What follows belongs to an exercise in optimizing a design on an open flow for small area and a short achievable clock period; a production flow would make more cautious choices.
RTL that was checked went through simulation tests only; none was proved equivalent to the original.

==> v25: inputs <==
## lcd_ahb_regs
module lcd_ahb_regs #(
	parameter int NUM_BANKS = 2
) (
	input  logic                     HCLK,
	input  logic                     HRESET,
	input  logic                     HSEL,
	input  logic [31:0]              HADDR,
	input  logic                     HWRITE,
	input  logic [1:0]               HTRANS,
	input  logic [31:0]              HWDATA,
	output logic [31:0]              HRDATA,
	output logic                     HREADY,
	output logic [1:0]               HRESP,
	output logic [NUM_BANKS*256-1:0] regs
);
==> module lcd_ahb_regs, before the edit <==
module lcd_ahb_regs #(
	parameter int NUM_BANKS = 2
) (
	input  logic                     HCLK,
	input  logic                     HRESET,
	input  logic                     HSEL,
	input  logic [31:0]              HADDR,
	input  logic                     HWRITE,
	input  logic [1:0]               HTRANS,
	input  logic [31:0]              HWDATA,
	output logic [31:0]              HRDATA,
	output logic                     HREADY,
	output logic [1:0]               HRESP,
	output logic [NUM_BANKS*256-1:0] regs
);
	localparam int OFFS_W = lcd_regs_pkg::OFFS_W;
	localparam int LO     = 5;
	logic                 accept;
	logic [NUM_BANKS-1:0] bank_match;
	assign accept = HSEL && (HTRANS == lcd_regs_pkg::NONSEQ);
	for (genvar b = 0; b < NUM_BANKS; b++) begin : g_match
		localparam logic [OFFS_W-1:0] BASE = lcd_regs_pkg::BANK_BASE[b*OFFS_W +: OFFS_W];
		assign bank_match[b] = (HADDR[OFFS_W-1:LO] == BASE[OFFS_W-1:LO]);
	end
	logic dp_q;
	logic wr_q;
	logic rd_q;    
	always_ff @(posedge HCLK or posedge HRESET) begin
		if (HRESET) begin
			dp_q <= 1'b0;
			wr_q <= 1'b0;
			rd_q <= 1'b1;
		end else begin
			dp_q <= accept;
			wr_q <= accept && HWRITE;
			rd_q <= !(accept && HWRITE);
		end
	end
	logic [NUM_BANKS-1:0] bank_q;
	logic [2:0]           word_q;
	always_ff @(posedge HCLK) begin
		bank_q <= bank_match;
		word_q <= HADDR[4:2];
	end
	logic [NUM_BANKS*8-1:0] sel;
	logic [NUM_BANKS*8-1:0] we;
	logic [NUM_BANKS*8-1:0] hold;
	for (genvar b = 0; b < NUM_BANKS; b++) begin : g_bank
		for (genvar w = 0; w < 8; w++) begin : g_word
			assign sel[b*8 + w] = bank_q[b] && (word_q == w);
			assign we[b*8 + w]   = wr_q && sel[b*8 + w];
			assign hold[b*8 + w] = rd_q || !sel[b*8 + w];
			always_ff @(posedge HCLK or posedge HRESET) begin
				if (HRESET) begin
					regs[(b*8 + w)*32 +: 32] <= '0;
				end else begin
					regs[(b*8 + w)*32 +: 32] <= (regs[(b*8 + w)*32 +: 32] & {32{hold[b*8 + w]}})
						| (HWDATA & {32{we[b*8 + w]}});
				end
			end
		end
	end
	always_comb begin
		HRDATA = '0;
		for (int i = 0; i < NUM_BANKS*8; i++) begin
			HRDATA = HRDATA | ({32{sel[i]}} & regs[i*32 +: 32]);
		end
	end
	assign HREADY = dp_q || accept;
	assign HRESP  = lcd_regs_pkg::OKAY;
endmodule
Settings: LEC_CHECK=0, CAP_MARGIN=20, CORE_MARGIN=2, CORE_UTILIZATION=40, SLEW_MARGIN=20; clock period 5.0 ns.
run.sh (not shown) runs the stock make flow with config.mk's settings and CLKGATE_MAP_FILE= SYNTH_SCRIPT=/design/flow/synth_recipe.tcl, a recipe that flattens the netlist after the stock synthesis.
==> v10: changes against v25 <==
==> flow/design.v (replaced) <==
package lcd_regs_pkg;
	localparam logic [1:0] IDLE   = 2'b00;
	localparam logic [1:0] BUSY   = 2'b01;
	localparam logic [1:0] NONSEQ = 2'b10;
	localparam logic [1:0] SEQ    = 2'b11;
	localparam logic [1:0] OKAY  = 2'b00;
	localparam logic [1:0] ERROR = 2'b01;
	localparam logic [1:0] RETRY = 2'b10;
	localparam logic [1:0] SPLIT = 2'b11;
	localparam logic [1:0] CTRL_ST  = 2'b00;
	localparam logic [1:0] WR_OP_ST = 2'b01;
	localparam logic [1:0] RD_OP_ST = 2'b10;
	localparam int DATA_W     = 32;
	localparam int OFFS_W     = 24;
	localparam int WORD_IDX_W = 3;
	localparam int BANK_WORDS = 1 << WORD_IDX_W;
	localparam int MAX_BANKS = 4;
	localparam logic [MAX_BANKS*OFFS_W-1:0] BANK_BASE = {
		24'hE11400,
		24'hE11000,
		24'hE10C00,
		24'hE10000
	};
endpackage
module ahb_ready (
	input  logic       hsel,
	input  logic [1:0] htrans,
	input  logic       dp,
	output logic       hready
);
	assign hready = dp || (hsel && (htrans == lcd_regs_pkg::NONSEQ));
endmodule
module reg_word_next (
	input  logic        hold,
	input  logic        we,
	input  logic [31:0] q,
	input  logic [31:0] wdata,
	output logic [31:0] d
);
	assign d = (q & {32{hold}}) | (wdata & {32{we}});
endmodule
module rd_aoi3 (
	input  logic [2:0]  s,
	input  logic [31:0] a,
	input  logic [31:0] b,
	input  logic [31:0] c,
	output logic [31:0] yn
);
	assign yn = ~(({32{s[0]}} & a) | ({32{s[1]}} & b) | ({32{s[2]}} & c));
endmodule
module rd_aoi2 (
	input  logic [1:0]  s,
	input  logic [31:0] a,
	input  logic [31:0] b,
	output logic [31:0] yn
);
	assign yn = ~(({32{s[0]}} & a) | ({32{s[1]}} & b));
endmodule
module rd_bank (
	input  logic [3*32-1:0] pn,
	input  logic            kill,
	output logic [31:0]     y
);
	assign y = ~((pn[0 +: 32] & pn[32 +: 32] & pn[64 +: 32]) | {32{kill}});
endmodule
module rd_final (
	input  logic [2*32-1:0] bank_rd,
	input  logic            byp,
	input  logic [31:0]     wdata,
	output logic [31:0]     y
);
	assign y = bank_rd[0 +: 32] | bank_rd[32 +: 32] | (wdata & {32{byp}});
endmodule
module lcd_ahb_regs #(
	parameter int NUM_BANKS = 2
) (
	input  logic                     HCLK,
	input  logic                     HRESET,
	input  logic                     HSEL,
	input  logic [31:0]              HADDR,
	input  logic                     HWRITE,
	input  logic [1:0]               HTRANS,
	input  logic [31:0]              HWDATA,
	output logic [31:0]              HRDATA,
	output logic                     HREADY,
	output logic [1:0]               HRESP,
	output logic [NUM_BANKS*256-1:0] regs
);
	localparam int OFFS_W = lcd_regs_pkg::OFFS_W;
	localparam int LO     = 5;
	localparam int NW     = 16;    
	logic          accept;
	logic [1:0]    bank_match;
	logic [7:0]    word_dec;
	assign accept = HSEL && (HTRANS == lcd_regs_pkg::NONSEQ);
	for (genvar b = 0; b < 2; b++) begin : g_match
		localparam logic [OFFS_W-1:0] BASE = lcd_regs_pkg::BANK_BASE[b*OFFS_W +: OFFS_W];
		assign bank_match[b] = (HADDR[OFFS_W-1:LO] == BASE[OFFS_W-1:LO]);
	end
	for (genvar w = 0; w < 8; w++) begin : g_dec
		assign word_dec[w] = (HADDR[4:2] == w);
	end
	logic dp_q;
	logic wr_q;
	logic nwr_q;
	always_ff @(posedge HCLK or posedge HRESET) begin
		if (HRESET) begin
			dp_q  <= 1'b0;
			wr_q  <= 1'b0;
			nwr_q <= 1'b1;
		end else begin
			dp_q  <= accept;
			wr_q  <= accept && HWRITE;
			nwr_q <= !(accept && HWRITE);
		end
	end
	logic [1:0] bank_q;
	logic [7:0] word_q;
	always_ff @(posedge HCLK) begin
		bank_q <= bank_match;
		word_q <= word_dec;
	end
	logic [NW-1:0]    we;
	logic [NW-1:0]    hold;
	logic [NW*32-1:0] regs_d;
	for (genvar i = 0; i < NW; i++) begin : g_reg
		assign we[i]   = wr_q && bank_q[i/8] && word_q[i%8];
		assign hold[i] = nwr_q || !(bank_q[i/8] && word_q[i%8]);
		reg_word_next u_next (
			.hold  (hold[i]),
			.we    (we[i]),
			.q     (regs[i*32 +: 32]),
			.wdata (HWDATA),
			.d     (regs_d[i*32 +: 32])
		);
	end
	always_ff @(posedge HCLK or posedge HRESET) begin
		if (HRESET) begin
			regs <= '0;
		end else begin
			regs <= regs_d;
		end
	end
	logic [1:0]      byp;       
	logic            wbyp;      
	logic [1:0]      bank_kill;
	logic [6*32-1:0] part_n;    
	logic [2*32-1:0] bank_rd;   
	logic [31:0]     rdata_d;
	logic [31:0]     rdata_q;
	for (genvar b = 0; b < 2; b++) begin : g_byp
		assign byp[b]       = wr_q && bank_q[b] && |(word_q & word_dec);
		assign bank_kill[b] = !bank_match[b] || byp[b];
	end
	assign wbyp = (bank_match[0] && byp[0]) || (bank_match[1] && byp[1]);
	for (genvar b = 0; b < 2; b++) begin : g_rd
		for (genvar j = 0; j < 2; j++) begin : g_aoi
			rd_aoi3 u_aoi (
				.s  (word_dec[j*3 +: 3]),
				.a  (regs[(b*8 + j*3 + 0)*32 +: 32]),
				.b  (regs[(b*8 + j*3 + 1)*32 +: 32]),
				.c  (regs[(b*8 + j*3 + 2)*32 +: 32]),
				.yn (part_n[(b*3 + j)*32 +: 32])
			);
		end
		rd_aoi2 u_aoi_last (
			.s  (word_dec[6 +: 2]),
			.a  (regs[(b*8 + 6)*32 +: 32]),
			.b  (regs[(b*8 + 7)*32 +: 32]),
			.yn (part_n[(b*3 + 2)*32 +: 32])
		);
		rd_bank u_bank (
			.pn      (part_n[b*3*32 +: 3*32]),
			.kill    (bank_kill[b]),
			.y       (bank_rd[b*32 +: 32])
		);
	end
	rd_final u_final (
		.bank_rd (bank_rd),
		.byp     (wbyp),
		.wdata   (HWDATA),
		.y       (rdata_d)
	);
	always_ff @(posedge HCLK) begin
		rdata_q <= rdata_d;
	end
	assign HRDATA = rdata_q;
	ahb_ready u_ready (
		.hsel   (HSEL),
		.htrans (HTRANS),
		.dp     (dp_q),
		.hready (HREADY)
	);
	assign HRESP  = lcd_regs_pkg::OKAY;
endmodule
==> flow/flow/run.sh (new file) <==
#!/bin/bash
# The standard layout, with two changes to how the resizer works:
# - plain buf_1 cells as the port buffers (buffer_ports otherwise picks
#   clkdlybuf4s50_1, a slow delay cell);
# - timing repair may resize a cell to any footprint of the same function.
set -euo pipefail
bash standard.sh BUFFER_PORTS_ARGS="-buffer_cell sky130_fd_sc_hd__buf_1" MATCH_CELL_FOOTPRINT=0 finish > flow_make.log 2>&1
==> flow/standard.sh (new file) <==
#!/bin/bash
# synth_recipe.tcl (not shown) runs the flow's synth.tcl, then flattens the netlist and writes it again
# the make line also repeats each setting of config.mk as NAME=value (left out here)
make -C /OpenROAD-flow-scripts/flow DESIGN_CONFIG=/design/flow/config.mk WORK_HOME=/design/flow/orfs CLKGATE_MAP_FILE= SYNTH_SCRIPT=/design/flow/synth_recipe.tcl "${@:-finish}"
--- a/flow/config.mk
+++ b/flow/config.mk
@@ -9,3 +9,9 @@
 export CORE_MARGIN = 2
-export CORE_UTILIZATION = 40
+export CORE_UTILIZATION = 62
+export CTS_BUF_LIST = sky130_fd_sc_hd__clkbuf_8 sky130_fd_sc_hd__clkbuf_16
+export CTS_CLUSTER_DIAMETER = 100
+export CTS_CLUSTER_SIZE = 30
+export SETUP_SLACK_MARGIN = 2.7
 export SLEW_MARGIN = 20
+export SYNTH_HIERARCHICAL = 1
+export SYNTH_MINIMUM_KEEP_SIZE = 0
removed: flow/run.sh
==> results.json <==
{
  "powerDensity_nw_per_um2": 281,
  "regArea_um2": 13000,
  "run_status": "timing/DRC/antenna clean",
  "skew_ps": 24.3,
  "crit_type": "reg2out",
  "use_met3_pct": 9.39,
  "crit_path_top_delay_cell": "dfxtp_4",
  "seq-power_mw": 4.23,
  "layout_common_cells": "608 x a22o_1, 604 x clkdlybuf4s50_1, 514 x dfrtp_1",
  "cts_max_level": 2,
  "p_clk_mw": 4.05,
  "synth.area.top_cells": "dfrtp_1 58%, a22o_1 24%, buf_2 2.4%"
}
That was v25.
==> results.json <==
{
  "cts_max_level": 1,
  "skew_ps": 47.0,
  "track_usage_pct": 45.6,
  "powerDensity_nw_per_um2": 276,
  "crit_path_top_delay_cell": "buf_2",
  "run_status": "timing/DRC/antenna clean",
  "use_met3_pct": 10.2,
  "layout_common_cells": "576 x buf_1, 514 x dfrtp_1, 480 x a22o_1",
  "seq-power_mw": 4.51,
  "synth.area.top_cells": "dfrtp_1 56%, a22o_1 18%, buf_6 6.7%",
  "regArea_um2": 13700,
  "yosysWarnings": 7
}
That was v10.
For v25, only the layout was checked, not whether the RTL still works.

-- static timing again, ports no longer ideal --
How much do the figures lean on ideal ports? The routed layouts below were timed once more, with nothing changed but the port constraints.
Step 1, drivers: a clkbuf_16 drives HCLK and a buf_2 each remaining input, both assumed.
Step 2 adds t to the input delays and takes it off the output delays; t is the mean of the earliest and latest rising clock arrival at the registers after step 1. Input paths then give back, and output paths get back, about the clock's delay inside the block.
Three values: ideal ports, drivers, drivers and shift; two values: the first two.
run | shift t [ns] | setup slack, ns | clock arrival spread, ns | worst slew at a driven data input, ns
v25 | 0.676 | 0.129 / 0.062 / 0.738 | 0.024 / 0.025 | 0.08
v10 | 0.629 | 2.613 / 2.544 / 1.949 | 0.052 / 0.051 | 0.21
After both steps every run listed still meets setup and hold. The setup slack of v10, which loses most, moves by -0.069 ns with the drivers and by -0.664 ns with both steps.
